This is an optimization exercise on Yosys and OpenROAD, whose aim is small area, a short achievable clock period and few clock cycles, not a production implementation. The RTL was checked by simulation tests, not by an equivalence proof against the original design. No activity file was given, so power comes from the tool's default toggle rates.

==> flow/design.v <==
package lpf_pkg;
  localparam int VALUE_WIDTH = 64;
  localparam int OUT_WIDTH   = 64;
  localparam int CNT_W       = $clog2(VALUE_WIDTH + 1);
  localparam logic [VALUE_WIDTH-1:0] FACTOR_TWO   = VALUE_WIDTH'(2);
  localparam logic [VALUE_WIDTH-1:0] FACTOR_THREE = VALUE_WIDTH'(3);
  localparam logic [VALUE_WIDTH-1:0] VAL_ONE      = VALUE_WIDTH'(1);
  localparam logic STATUS_OK   = 1'b0;
  localparam logic STATUS_ZERO = 1'b1;
  typedef enum logic [1:0] {
    ST_IDLE,
    ST_STRIP,
    ST_DIV,
    ST_DONE
  } lpf_state_t;
  typedef struct packed {
    logic                   start;
    logic [VALUE_WIDTH-1:0] dividend;
    logic [VALUE_WIDTH-1:0] divisor;
  } div_req_t;
  typedef struct packed {
    logic                   done;
    logic [VALUE_WIDTH-1:0] quot;
    logic [VALUE_WIDTH-1:0] rem;
  } div_rsp_t;
endpackage
module lpf_div (
  input  logic              clk,
  input  logic              rst_n,
  input  lpf_pkg::div_req_t req,
  output lpf_pkg::div_rsp_t rsp
);
  logic [lpf_pkg::VALUE_WIDTH-1:0] quo_r, quo_nxt;
  logic [lpf_pkg::VALUE_WIDTH-1:0] rem_r, rem_nxt;
  logic [lpf_pkg::VALUE_WIDTH-1:0] divisor_r, divisor_nxt;
  logic [lpf_pkg::CNT_W-1:0]       cnt_r, cnt_nxt;
  logic                            busy_r, busy_nxt;
  logic                            done_r, done_nxt;
  logic [lpf_pkg::VALUE_WIDTH:0]   shifted;
  logic [lpf_pkg::VALUE_WIDTH:0]   diff;
  always_comb begin
    shifted     = {rem_r, quo_r[lpf_pkg::VALUE_WIDTH-1]};
    diff        = shifted - {1'b0, divisor_r};
    quo_nxt     = quo_r;
    rem_nxt     = rem_r;
    divisor_nxt = divisor_r;
    cnt_nxt     = cnt_r;
    busy_nxt    = busy_r;
    done_nxt    = 1'b0;
    if (req.start) begin
      quo_nxt     = req.dividend;
      rem_nxt     = '0;
      divisor_nxt = req.divisor;
      cnt_nxt     = lpf_pkg::CNT_W'(lpf_pkg::VALUE_WIDTH);
      busy_nxt    = 1'b1;
    end else if (busy_r) begin
      if (!diff[lpf_pkg::VALUE_WIDTH]) begin
        rem_nxt = diff[lpf_pkg::VALUE_WIDTH-1:0];
        quo_nxt = {quo_r[lpf_pkg::VALUE_WIDTH-2:0], 1'b1};
      end else begin
        rem_nxt = shifted[lpf_pkg::VALUE_WIDTH-1:0];
        quo_nxt = {quo_r[lpf_pkg::VALUE_WIDTH-2:0], 1'b0};
      end
      cnt_nxt = cnt_r - lpf_pkg::CNT_W'(1);
      if (cnt_r == lpf_pkg::CNT_W'(1)) begin
        busy_nxt = 1'b0;
        done_nxt = 1'b1;
      end
    end
  end
  always_ff @(posedge clk) begin
    if (!rst_n) begin
      busy_r <= 1'b0;
      done_r <= 1'b0;
      cnt_r  <= '0;
    end else begin
      busy_r <= busy_nxt;
      done_r <= done_nxt;
      cnt_r  <= cnt_nxt;
    end
  end
  always_ff @(posedge clk) begin
    quo_r     <= quo_nxt;
    rem_r     <= rem_nxt;
    divisor_r <= divisor_nxt;
  end
  assign rsp.done = done_r;
  assign rsp.quot = quo_r;
  assign rsp.rem  = rem_r;
endmodule
module largest_prime_factor (
  input  logic                          clk,
  input  logic                          rst_n,
  input  logic                          in_valid,
  output logic                          in_stall,
  input  logic [lpf_pkg::OUT_WIDTH-1:0] in_value,
  output logic                          out_valid,
  input  logic                          out_stall,
  output logic [lpf_pkg::OUT_WIDTH-1:0] out_largest_factor,
  output logic                          out_status
);
  lpf_pkg::lpf_state_t             state_r, state_nxt;
  logic [lpf_pkg::VALUE_WIDTH-1:0] q_r, q_nxt;
  logic [lpf_pkg::VALUE_WIDTH-1:0] d_r, d_nxt;
  logic [lpf_pkg::VALUE_WIDTH-1:0] best_r, best_nxt;
  logic                            err_r, err_nxt;
  logic [lpf_pkg::VALUE_WIDTH-1:0] out_factor_r, out_factor_nxt;
  logic                            out_status_r, out_status_nxt;
  logic                            out_valid_r, out_valid_nxt;
  logic [lpf_pkg::VALUE_WIDTH-1:0] in_masked;
  lpf_pkg::div_req_t               div_req;
  lpf_pkg::div_rsp_t               div_rsp;
  lpf_div u_div (
    .clk   (clk),
    .rst_n (rst_n),
    .req   (div_req),
    .rsp   (div_rsp)
  );
  assign in_masked = in_value[lpf_pkg::VALUE_WIDTH-1:0];
  assign in_stall  = (state_r != lpf_pkg::ST_IDLE);
  always_comb begin
    state_nxt        = state_r;
    q_nxt            = q_r;
    d_nxt            = d_r;
    best_nxt         = best_r;
    err_nxt          = err_r;
    out_factor_nxt   = out_factor_r;
    out_status_nxt   = out_status_r;
    out_valid_nxt    = out_valid_r && out_stall;
    div_req.start    = 1'b0;
    div_req.dividend = q_r;
    div_req.divisor  = d_r;
    case (state_r)
      lpf_pkg::ST_IDLE: begin
        if (in_valid) begin
          best_nxt = '0;
          if (in_masked == '0) begin
            err_nxt   = lpf_pkg::STATUS_ZERO;
            state_nxt = lpf_pkg::ST_DONE;
          end else begin
            err_nxt   = lpf_pkg::STATUS_OK;
            q_nxt     = in_masked;
            state_nxt = lpf_pkg::ST_STRIP;
          end
        end
      end
      lpf_pkg::ST_STRIP: begin
        if (!q_r[0]) begin
          q_nxt    = q_r >> 1;
          best_nxt = lpf_pkg::FACTOR_TWO;
        end else if (q_r == lpf_pkg::VAL_ONE) begin
          state_nxt = lpf_pkg::ST_DONE;
        end else begin
          d_nxt            = lpf_pkg::FACTOR_THREE;
          div_req.start    = 1'b1;
          div_req.divisor  = lpf_pkg::FACTOR_THREE;
          state_nxt        = lpf_pkg::ST_DIV;
        end
      end
      lpf_pkg::ST_DIV: begin
        if (div_rsp.done) begin
          if (div_rsp.rem == '0) begin
            q_nxt    = div_rsp.quot;
            best_nxt = d_r;
            if (div_rsp.quot == lpf_pkg::VAL_ONE) begin
              state_nxt = lpf_pkg::ST_DONE;
            end else begin
              div_req.start    = 1'b1;
              div_req.dividend = div_rsp.quot;
            end
          end else if (div_rsp.quot < d_r) begin
            best_nxt  = q_r;
            state_nxt = lpf_pkg::ST_DONE;
          end else begin
            d_nxt           = d_r + lpf_pkg::FACTOR_TWO;
            div_req.start   = 1'b1;
            div_req.divisor = d_r + lpf_pkg::FACTOR_TWO;
          end
        end
      end
      lpf_pkg::ST_DONE: begin
        if (!out_valid_r || !out_stall) begin
          out_factor_nxt = best_r;
          out_status_nxt = err_r;
          out_valid_nxt  = 1'b1;
          state_nxt      = lpf_pkg::ST_IDLE;
        end
      end
      default: begin
        state_nxt = lpf_pkg::ST_IDLE;
      end
    endcase
  end
  always_ff @(posedge clk) begin
    if (!rst_n) begin
      state_r     <= lpf_pkg::ST_IDLE;
      out_valid_r <= 1'b0;
    end else begin
      state_r     <= state_nxt;
      out_valid_r <= out_valid_nxt;
    end
  end
  always_ff @(posedge clk) begin
    q_r          <= q_nxt;
    d_r          <= d_nxt;
    best_r       <= best_nxt;
    err_r        <= err_nxt;
    out_factor_r <= out_factor_nxt;
    out_status_r <= out_status_nxt;
  end
  assign out_valid          = out_valid_r;
  assign out_largest_factor = lpf_pkg::OUT_WIDTH'(out_factor_r);
  assign out_status         = out_status_r;
endmodule
==> flow/run.sh <==
#!/bin/bash
# synth_recipe.tcl (not shown) runs the flow's synth.tcl, then flattens the netlist and writes it again
# the make line also repeats each setting of config.mk as NAME=value (left out here)
make -C /OpenROAD-flow-scripts/flow DESIGN_CONFIG=/design/flow/config.mk WORK_HOME=/design/flow/orfs CLKGATE_MAP_FILE= SYNTH_SCRIPT=/design/flow/synth_recipe.tcl finish
==> flow/config.mk <==
export PLATFORM = sky130hd
export DESIGN_NAME = largest_prime_factor
export DESIGN_NICKNAME = largest_prime_factor
export VERILOG_FILES = /design/flow/design.v
export SDC_FILE = /design/flow/constraint.sdc
export NUM_CORES = 4
export LEC_CHECK = 0
export CAP_MARGIN = 20
export CORE_MARGIN = 2
export CORE_UTILIZATION = 40
export SLEW_MARGIN = 20
==> flow/constraint.sdc <==
create_clock -name core_clock -period 8.0 [get_ports {clk}]
set_input_delay 1.6000 -clock core_clock [delete_from_list [all_inputs] [get_ports {clk}]]
set_output_delay 1.6000 -clock core_clock [all_outputs]
set_load 0.01 [all_outputs]
==> summary.txt <==
area leader, netlist = edfxtp_1
Seq/Total Area, Yosys = 48.0%
global-route wire length before repair = 136 mm
layout cells sized above 1 = 5.38%
Final Critical Period = 5.89 ns
Total GRT Usage = 25.0%
P_leak = 0.0118 uW
DRT Pass-1 Iters = 5
CP startpoint = u_div.quo_r[63]
clk buf depth = 3
Combinational Power Share = 47.3%
FP Rows = 95
Synthesis Warnings = 2
Post-Place Worst Slack = 2.16 ns
vias in the first global route = 21825
drt first-iter violations = 2503
# Post-CTS Setup Buffers = 0
Hold Crit Class = flop to flop
Max transition margin = 22.5%
WP data arrival = 6.38 ns
most frequent cells in the layout = edfxtp_1 (386), nand2_1 (359), a21oi_1 (246), o21ai_0 (153), inv_1 (150)
io pins = 135
Starting Density = 40.5%
number of hold buffers added after cts = 0
power per cell area = 473 nW/um2
antenna violations before repair = 2
routed vias/inst = 6.08
via count = 22795
die extent in y = 265 um
Net Sw Power = 6630 uW
Root Buffer = clkbuf_16
Critical R2R Launch = u_div.quo_r[63]
CP Capture Type = flop
Post-DRT Antenna Nets = 0
reg2reg end = u_div.quo_r[62]
CTS resizes = 0
port bufs = 134
setup_tns = 0 ns
Area contributors post-synth = edfxtp_1 (42%), ha_1 (6.2%), dfxtp_1 (5.6%), nand2_1 (5.0%), mux2i_1 (4.6%)
drc violations = 0
Peak VDD IR = 326 uV
Total Wirelength = 89.8 mm
FF-to-FF setup slack = 2.11 ns
ys async rst share = 0%
Fin. Hold Viols = 0
final worst slack = 2.11 ns
Req. time, crit path = 8.49 ns
pin count of the biggest net entering global routing = 94
Reg power frac = 36.3%
worst slew pin tran = 1.16 ns
Post-DP HPWL = 64.3 mm
fin util = 46.1%
Max Clock Freq = 170 MHz
clock-pin slew on the worst setup and hold paths = 0.06 ns
GPL Wtd Cong = 0.921
Synth cell types = 83
area grow syn2layout = 13.8%
status = timing/DRC/antenna clean
clock skew = 0.0413 ns
average size of a mapped cell = 9.78 um2
most common cell after layout, fill and taps aside = edfxtp_1
Power Total = 14700 uW
Antenna Cells = 0
area of the die = 70400 um2
post-synth top area share = 42.5%
fin crit share = 73.7%
unrepaired setup endpoints after global routing = false
core box area = 67400 um2
Die X-Extent = 265 um
Post-synth EDFFs = 386
r2r worst-path depth = 13
TritonCTS buffer count = 52
Worst-Skew Late Latency = 0.63 ns
P_int = 8050 uW
Final Net Count = 3042
TritonCTS clock tree = built
sw frac = 45.2%
CTS sink cnt = 462
Layout fillers = 6243
Seq cells post-synth = 462
most used flip-flop cell after synthesis = edfxtp_1
clock share of power = 16.4%
Avg WL per Cell = 23.9 um
CTS H-tree lvls = 2
Syn Nets = 2995
crit-path max FO = 65
Max-Cap Viols = 0
Setup crit start kind = flop
Setup crit end = u_div.quo_r[62]
Mapped Area = 27300 um2
GRT overflow = 0
Slew Limit Fails = 0
crit path kind = flop to flop
setup violators final = 0
number of cells produced by synthesis = 2791
==> cell usage after synthesis (11+ instances only) <==
cell type	count
a211oi_1	14
a21o_1	37
a21oi_1	246
a221o_1	64
a31oi_1	38
and2_1	15
and3_1	89
buf_1	16
buf_2	17
clkbuf_1	128
dfxtp_1	76
edfxtp_1	386
ha_1	135
inv_1	153
mux2i_1	126
nand2_1	360
nand2b_1	23
nand3_1	62
nand4_1	66
nor2_1	150
nor3_1	26
nor4_1	76
o21a_1	11
o21ai_0	154
o21ai_1	33
o21bai_1	16
o31ai_1	22
or3_1	15
xnor2_1	69
xor2_1	22
==> flip-flops by register name, summed over array words and instances, names as in the netlist, 2 cells and up <==
name	count
u_div.cnt_r	7
best_r	64
d_r	64
u_div.divisor_r	64
q_r	64
u_div.rem_r	64
out_factor_r	64
state_r	2
u_div.quo_r	64
==> power groups by stage <==
stage	Clock, uW	Combinational (uW)	Sequential [uW]
floorplan	0	5080	4820
global placement	0	6720	5310
global route	2550	7620	5430
finish	2410	6940	5330
detailed placement	0	6820	5320
CTS	2470	6860	5290
==> how the worst min path moves through the flow <==
stage	start	end	cells after the start
after global placement	best_r[56]	out_factor_r[56]	0
after global routing	best_r[60]	out_factor_r[60]	0
after detailed placement	best_r[11]	out_factor_r[11]	0
final	best_r[12]	out_factor_r[12]	0
after CTS	best_r[13]	out_factor_r[13]	0
after floorplan	best_r[0]	out_factor_r[0]	0
==> worst max-delay path: stages (launching register included) <==
cell	delay, ns
edfxtp_1	0.62
ha_1	0.41
nand4_1	0.18
nor4_2	0.51
and2_1	0.27
nand4_1	0.16
a311o_1	0.37
a21oi_2	0.88
a21oi_1	0.37
o21a_4	0.51
inv_4	0.43
buf_4	0.64
nand2_1	0.13
nand2_1	0.11
==> cell families after synthesis <==
logic type	count (synthesis)	share of synthesized area, %
AND/OR/NAND/NOR	938	16.9
multiplexers	127	4.66
buffers and inverters	325	4.74
adder cells (fa/ha/maj)	136	6.26
flip-flops	462	48.0
XOR/XNOR	92	3.02
AO/OA/AOI/OAI	711	16.3
==> layout make-up <==
type / count / area (um2) / area share, %
Sequential cell: 462 / 13100 / 42.2
Multi-Input combinational cell: 2004 / 13000 / 41.8
Timing Repair Buffer: 162 / 1560 / 5.03
Clock buffer: 62 / 1370 / 4.41
Tap cell: 873 / 1090 / 3.52
Inverter: 156 / 588 / 1.89
Clock inverter: 33 / 340 / 1.10
==> layer usage <==
metal,GRT usage (%),up-vias,share of wire (%)
met1,36.0,11086,44
li1,-,10473,-
met5,0,-,0
met4,7.80,0,3.0
met2,38.9,1099,45
met3,3.35,137,7.7
==> metrics by stage <==
stage / std cells / hold slack, ns / instance area, um2
after floorplan: 2791 / 0.400 / 27300
after global placement: 3657 / 0.403 / 29400
after detailed placement: 3657 / 0.405 / 29400
after CTS: 3752 / 0.417 / 31100
after global routing: 3752 / 0.422 / 31100
final: 3752 / 0.418 / 31100
Testbench counts, summed over its fixed seeds: cycles 4,991,132.

==> re-timing with driven ports <==
The results above use ideal ports. As a check the final layout listed here was re-extracted and re-timed, cells and wires unchanged.
Step 1, drivers: a clkbuf_16 drives clk and a buf_2 each remaining input, both assumed.
Step 2, shift: input delay + t, output delay - t, t = (earliest + latest rising clock arrival at the registers) / 2. This alone moves slack from input paths to output paths.
Slacks: ideal ports / drivers / drivers and shift; pairs: ideal ports / drivers.
t (ns): 0.669
slack for setup (ns): 2.107 / 2.107 / 2.107
hold WS [ns]: 0.418 / 0.418 / 0.418
worst setup path after step 2: register to register
worst data-port slew with drivers (ns): 0.06
After both steps setup and hold are still met in this run. For this run, drivers alone change the setup slack by 0.000 ns; drivers and shift together by 0.000 ns.
